Context: an optimization exercise on an open-source flow, tuned for small area, a short achievable clock period and few clock cycles per item. The choices shown serve that exercise and are no tape-out recipe.
Where RTL was checked, it was by simulation tests only, not by an equivalence proof against the original.
Power figures rest on the tool's default switching activity, not on a simulated workload.

==> inputs of v32 <==
## sliding_window_range_peak
module sliding_window_range_peak #(
    parameter int WINDOW_MAX = 64
) (
    input  logic                      clk,
    input  logic                      rst_n,
    input  logic                      cfg_we,
    input  logic [srp_pkg::CFG_W-1:0] cfg_wdata,
    input  logic                      s_tvalid,
    output logic                      s_tready,
    input  logic [31:0]               s_tdata,
    input  logic                      s_tlast,
    output logic                      m_tvalid,
    input  logic                      m_tready,
    output logic [63:0]               m_tdata,
    output logic                      m_tuser,
    output logic                      m_tlast
);
==> module srp_n0, before the edit <==
module srp_n0 (input logic gh, input logic nlh, input logic gl, input logic nll,
               output logic ng, output logic l);
    assign ng = ~(gh | (nlh & gl));
    assign l  = ~(nlh & (gh | nll));
endmodule
==> module srp_n1, before the edit <==
module srp_n1 (input logic ngh, input logic lh, input logic ngl, input logic ll,
               output logic g, output logic nl);
    assign g  = ~(ngh & (lh | ngl));
    assign nl = ~(lh | (ngh & ll));
endmodule
clock: 7.0 ns
lec_check: 0
cap_margin: 20
core_margin: 2
core_utilization: 30
cts_cluster_diameter: 100
cts_cluster_size: 25
setup_slack_margin: 4.3
slew_margin: 20
synth_hierarchical: 1
run.sh (not shown) runs the stock make flow with config.mk's settings and CLKGATE_MAP_FILE= SYNTH_SCRIPT=/design/flow/synth_recipe.tcl, a recipe that flattens the netlist after the stock synthesis.
==> v35 (differences from v32) <==
--- a/flow/design.v
+++ b/flow/design.v
@@ -17,13 +17,13 @@
 endmodule
 module srp_n0 (input logic gh, input logic nlh, input logic gl, input logic nll,
                output logic ng, output logic l);
-    assign ng = ~(gh | (nlh & gl));
+    assign ng = ~(nlh & (gh | gl));
     assign l  = ~(nlh & (gh | nll));
 endmodule
 module srp_n1 (input logic ngh, input logic lh, input logic ngl, input logic ll,
                output logic g, output logic nl);
     assign g  = ~(ngh & (lh | ngl));
-    assign nl = ~(lh | (ngh & ll));
+    assign nl = ~(ngh & (lh | ll));
 endmodule
 module srp_cmp (input logic [30:0] nx, input logic [30:0] r, output logic lt, output logic gt);
     logic [15:0] ng1, l1;
- TNS_END_PERCENT: unset -> 5
==> comparison <==
Against v32, the routed wire length of v35 is smaller by 15%.
Between v35 and v32, the lower power is in v35 (gap about 11%, measured against v32).
Of v35 and v32, v32 has the higher utilization (gap 1.6 points).
Of v35 and v32, v35 has the higher clock-buffer cell count (gap 3).
Synthesized cell count is the same in v35 and v32.
Of v35 and v32, v32 has the higher global-route usage (gap 1.4 points).
Final cell count: v35 is smaller than v32 (about 4%).
Between v32 and v35, the lower die area is in v35 (gap about 6%, measured against v35).
Between v32 and v35, the lower area after synthesis is in v35 (gap 5.8%, measured against v35).
==> figures <==
	v35	v32
Result of the run	no timing/DRC/antenna violations	no timing/DRC/antenna violations
Detailed-route wire length on metal 1	228 mm	252 mm
Number of detailed-route iterations in the first pass	8	12
Number of resized instances in the post-cts repair step	635	999
Arrival @ worst endpoint	4.04 ns	3.93 ns
Final RePlAce weighted congestion	1.03	1.04
Power density relative to cell area	368 mW/mm^2	374 mW/mm^2
Register area	0.0516 mm^2	0.0517 mm^2
Routed length on met3	86.5 mm	123 mm
Multi-input combinational area share	49.3%	50.5%
Clock latency reported for the late side of the worst-skew pair	0.99 ns	1.03 ns
Tcrit/Tclk final	45.7%	44.3%
Logic depth of the worst path, buffers included	6	10
Portion of total power attributed to the clock network	17.8%	16.1%
Power share of the combinational group	42.5%	48.5%
Total clock buffers created by CTS	123	124
Maximum net fanout on the critical path	16	8
Layout cells sized above 1	7.81%	23.9%
End of the worst register-to-register path	mna[11]	mxa[18]
Testbench counts of v32, summed over its fixed seeds: cycles 12,778, items 12,482.
Testbench counts of v35, summed over its fixed seeds: cycles 12,778, items 12,482.

---

==> v39 <==
==> flow/design.v <==
package srp_pkg;
    localparam int DATA_W = 31;
    localparam int CFG_W  = 7;
    localparam logic [CFG_W-1:0] WINDOW_SIZE_RESET = 7'd4;
    typedef struct packed {
        logic ready;
        logic last;
    } srp_ctrl_t;
endpackage
module srp_ge (input logic [30:0] a, input logic [30:0] b, output logic ge);
    logic [62:0] gt, lt;
    for (genvar i = 0; i < 32; i++) begin : g_leaf
        if (i < 31) begin : g_bit
            assign gt[31+i] = a[i] & ~b[i];
            assign lt[31+i] = ~a[i] & b[i];
        end else begin : g_pad
            assign gt[31+i] = 1'b0;
            assign lt[31+i] = 1'b0;
        end
    end
    for (genvar k = 0; k < 31; k++) begin : g_node
        assign gt[k] = gt[2*k+2] | (~lt[2*k+2] & gt[2*k+1]);
        assign lt[k] = lt[2*k+2] | (~gt[2*k+2] & lt[2*k+1]);
    end
    assign ge = ~lt[0];
endmodule
module sliding_window_range_peak #(
    parameter int WINDOW_MAX = 64
) (
    input  logic                      clk,
    input  logic                      rst_n,
    input  logic                      cfg_we,
    input  logic [srp_pkg::CFG_W-1:0] cfg_wdata,
    input  logic                      s_tvalid,
    output logic                      s_tready,
    input  logic [31:0]               s_tdata,
    input  logic                      s_tlast,
    output logic                      m_tvalid,
    input  logic                      m_tready,
    output logic [63:0]               m_tdata,
    output logic                      m_tuser,
    output logic                      m_tlast
);
    localparam int DW   = srp_pkg::DATA_W;
    localparam int WM   = 64;
    localparam int UMAX = 5;                
    localparam int N    = WM + UMAX - 1;    
    localparam int TW   = 3;                
    logic [6:0] cfg_eff, weff;
    always_comb
        if (cfg_wdata == 7'd0)      cfg_eff = 7'd1;
        else if (cfg_wdata > 7'd64) cfg_eff = 7'd64;
        else                        cfg_eff = cfg_wdata;
    always_ff @(posedge clk or negedge rst_n)
        if (!rst_n)      weff <= srp_pkg::WINDOW_SIZE_RESET;
        else if (cfg_we) weff <= cfg_eff;
    logic [WM-1:0] incl;
    always_ff @(posedge clk)
        for (int a = 0; a < WM; a++) incl[a] <= (weff > a);
    logic       tr, fresh, replay, pclr, armed, ov;
    logic [6:0] n_cnt, ph;
    logic [2:0] wc, cc;
    logic       wr, clr;
    logic [6:0] n_next;
    logic [2:0] ucnt;
    assign wr     = s_tvalid & tr;
    assign ucnt   = wc - cc;
    assign n_next = fresh ? 7'd1 : ((n_cnt == 7'd64) ? n_cnt : n_cnt + 7'd1);
    assign clr    = pclr & (ph == 7'd1);
    logic [(1<<TW)-1:0] cb_rdy, cb_last;
    always_ff @(posedge clk)
        if (wr) begin
            cb_rdy[wc]  <= (n_next >= weff);
            cb_last[wc] <= s_tlast;
        end
    logic [N-1:0][DW-1:0] ring;
    logic [N-1:0]         fmx, fmn;
    logic [WM-1:1]        ge, cen;
    for (genvar j = 1; j < WM; j++) begin : g_cmp
        srp_ge u_ge (.a(ring[0]), .b(ring[j]), .ge(ge[j]));
        assign cen[j] = (ph == 7'd0) | (ph > 7'(j));
    end
    always_ff @(posedge clk) begin
        ring[0] <= wr ? s_tdata[DW-1:0] : ring[N-1];
        for (int i = 1; i < N; i++) ring[i] <= ring[i-1];
    end
    always_ff @(posedge clk) begin
        fmx[0] <= ~wr & ~clr & fmx[N-1];
        fmn[0] <= ~wr & ~clr & fmn[N-1];
        for (int i = 1; i < N; i++) begin
            if (i - 1 >= 1 && i - 1 < WM) begin
                fmx[i] <= ~clr & (fmx[i-1] | (cen[i-1] &  ge[i-1]));
                fmn[i] <= ~clr & (fmn[i-1] | (cen[i-1] & ~ge[i-1]));
            end else begin
                fmx[i] <= ~clr & fmx[i-1];
                fmn[i] <= ~clr & fmn[i-1];
            end
        end
    end
    logic       ev;
    logic [2:0] ek;
    always_comb begin
        ek = '0;
        ev = 1'b0;
        for (int k = 0; k < UMAX; k++)
            if (ph == 7'((1 - k + N) % N)) begin
                ek = 3'(k);
                ev = (ucnt > 3'(k));
            end
        ev = ev & (~replay | armed);
    end
    logic [2:0] etag;
    assign etag = wc - 3'd1 - ek;
    logic [WM-1:0] vmx, vmn, hmx, hmn, smx, smn;
    always_comb begin
        for (int a = 0; a < WM; a++) begin
            vmx[a] = incl[a] & ~fmx[a+1];
            vmn[a] = incl[a] & ~fmn[a+1];
        end
        hmx = {1'b0, vmx[WM-1:1]};
        hmn = {1'b0, vmn[WM-1:1]};
        for (int s = 1; s < WM; s = s * 2) begin
            hmx = hmx | (hmx >> s);
            hmn = hmn | (hmn >> s);
        end
        smx = vmx & ~hmx;
        smn = vmn & ~hmn;
    end
    logic [DW-1:0] selmx, selmn;
    always_comb begin
        selmx = '0;
        selmn = '0;
        for (int a = 0; a < WM; a++) begin
            selmx = selmx | ({DW{smx[a]}} & ring[a+1]);
            selmn = selmn | ({DW{smn[a]}} & ring[a+1]);
        end
    end
    logic          va;
    logic [2:0]    taga;
    logic          rdya, lasta;
    logic [DW-1:0] mxa, mna;
    always_ff @(posedge clk) begin
        mxa   <= selmx;
        mna   <= selmn;
        taga  <= etag;
        rdya  <= cb_rdy[etag];
        lasta <= cb_last[etag];
    end
    logic          vb;
    logic [2:0]    tagb;
    logic          rdyb, lastb;
    logic [DW-1:0] spread;
    always_ff @(posedge clk) begin
        spread <= rdya ? (mxa - mna) : '0;
        tagb   <= taga;
        rdyb   <= rdya;
        lastb  <= lasta;
    end
    logic [DW-1:0] best_reg, best_out, spread_q, bestout_q;
    logic          rdy_q, last_q, bvalid;
    assign best_reg = (bvalid & ~last_q) ? bestout_q : '0;
    logic          commit, drop;
    assign best_out = (spread > best_reg) ? spread : best_reg;
    assign commit   = vb & (tagb == cc) & (~ov | m_tready);
    assign drop     = vb & ~commit;
    always_ff @(posedge clk)
        if (commit) begin
            spread_q  <= spread;
            bestout_q <= best_out;
            rdy_q     <= rdyb;
            last_q    <= lastb;
        end
    logic [2:0] wc_n, cc_n, u_n;
    logic       fresh_n, replay_n;
    logic [6:0] ph_n;
    always_comb begin
        wc_n     = wc + 3'(wr);
        cc_n     = cc + 3'(commit);
        u_n      = wc_n - cc_n;
        fresh_n  = wr ? s_tlast : fresh;
        ph_n     = wr ? 7'd0 : ((ph == 7'(N - 1)) ? 7'd0 : ph + 7'd1);
        replay_n = (replay | drop) & (u_n != 3'd0);
    end
    always_ff @(posedge clk or negedge rst_n)
        if (!rst_n) begin
            tr       <= 1'b0;
            fresh    <= 1'b1;
            replay   <= 1'b0;
            pclr     <= 1'b0;
            armed    <= 1'b0;
            ov       <= 1'b0;
            n_cnt    <= 7'd0;
            ph       <= 7'd0;
            wc       <= 3'd0;
            cc       <= 3'd0;
            va       <= 1'b0;
            vb       <= 1'b0;
            bvalid   <= 1'b0;
        end else begin
            tr     <= ~replay_n & (u_n < 3'(UMAX)) & ((fresh_n & (u_n == 3'd0)) | (ph_n == 7'd0));
            fresh  <= fresh_n;
            replay <= replay_n;
            pclr   <= replay_n & (drop | (pclr & ~clr));
            armed  <= replay_n & ~drop & (armed | clr);
            ov     <= commit | (ov & ~m_tready);
            if (wr) n_cnt <= n_next;
            ph     <= ph_n;
            wc     <= wc_n;
            cc     <= cc_n;
            va     <= ev;
            vb     <= va;
            if (commit) bvalid <= 1'b1;
        end
    assign s_tready = tr;
    assign m_tvalid = ov;
    assign m_tdata  = {2'b00, bestout_q, spread_q};
    assign m_tuser  = rdy_q;
    assign m_tlast  = last_q;
endmodule
==> flow/run.sh <==
#!/bin/bash
# synth_recipe.tcl (not shown) runs the flow's synth.tcl, then flattens the netlist and writes it again
# the make line also repeats each setting of config.mk as NAME=value (left out here)
make -C /OpenROAD-flow-scripts/flow DESIGN_CONFIG=/design/flow/config.mk WORK_HOME=/design/flow/orfs CLKGATE_MAP_FILE= SYNTH_SCRIPT=/design/flow/synth_recipe.tcl finish
==> flow/config.mk <==
export PLATFORM = sky130hd
export DESIGN_NAME = sliding_window_range_peak
export DESIGN_NICKNAME = sliding_window_range_peak
export VERILOG_FILES = /design/flow/design.v
export SDC_FILE = /design/flow/constraint.sdc
export NUM_CORES = 8
export LEC_CHECK = 0
export ABC_CLOCK_PERIOD_IN_PS = 2000
export CAP_MARGIN = 20
export CORE_MARGIN = 2
export CORE_UTILIZATION = 30
export SETUP_SLACK_MARGIN = 3.9
export SLEW_MARGIN = 20
==> flow/constraint.sdc <==
create_clock -name core_clock -period 7.0 [get_ports {clk}]
set_input_delay 1.4000 -clock core_clock [delete_from_list [all_inputs] [get_ports {clk}]]
set_output_delay 1.4000 -clock core_clock [all_outputs]
set_load 0.01 [all_outputs]
==> inputs of v1, as changes to v39 <==
--- a/flow/config.mk
+++ b/flow/config.mk
@@ -7,3 +7,3 @@
 export LEC_CHECK = 0
-export ABC_CLOCK_PERIOD_IN_PS = 2000
+export ABC_CLOCK_PERIOD_IN_PS = 2800
 export CAP_MARGIN = 20
==> flow_summary.yaml <==
clock_tree:
  clk_path_buf_depth: 4
critical_path:
  cp_max_fo: 19
placed_design:
  place_ws_ns: 1.58
  hpwl_um: 517000
status:
  status: "complete, no violations"
That was v39.
==> flow_summary.yaml <==
status:
  status: "complete, no violations"
critical_path:
  cp_max_fo: 19
pwr:
  power_frac_comb_pct: 4.5
placed_design:
  place_ws_ns: 1.58
  hpwl_um: 517000
job:
  maxCapViolCount: 0
clock_tree:
  clk_path_buf_depth: 4
That was v1.
No functional check of the RTL was part of any run of this note.

==> separate check: timing with driven ports <==
The results above use ideal ports. As a check the final layouts listed here were re-extracted and re-timed, cells and wires unchanged.
Step 1 assumes that a clkbuf_16 drives the clock port and a buf_2 every other input.
Step 2, shift: input delay + t, output delay - t, t = (earliest + latest rising clock arrival at the registers) / 2. This alone moves slack from input paths to output paths.
Three values: no drivers, after step 1, after step 2; two values: the first two.
run | t (ns) | setup slack, ns | clock arrival spread, ns | slew at the worst register clock pin (ns) | worst slew at a driven data input, ns
v32 | 1.079 | 3.896 / 3.896 / 3.401 | 0.119 / 0.119 | 0.12 / 0.12 | 0.13
v35 | 1.067 | 3.803 / 3.803 / 3.090 | 0.091 / 0.091 | 0.12 / 0.12 | 0.18
v39 | 1.076 | 2.554 / 2.554 / 2.554 | 0.097 / 0.096 | 0.07 / 0.07 | 0.11
v1 | 1.076 | 2.554 / 2.554 / 2.554 | 0.097 / 0.096 | 0.07 / 0.07 | 0.11
After both steps setup and hold are still met in every run listed. For v35, which loses most, drivers alone change the setup slack by 0.000 ns; drivers and shift together by -0.713 ns.
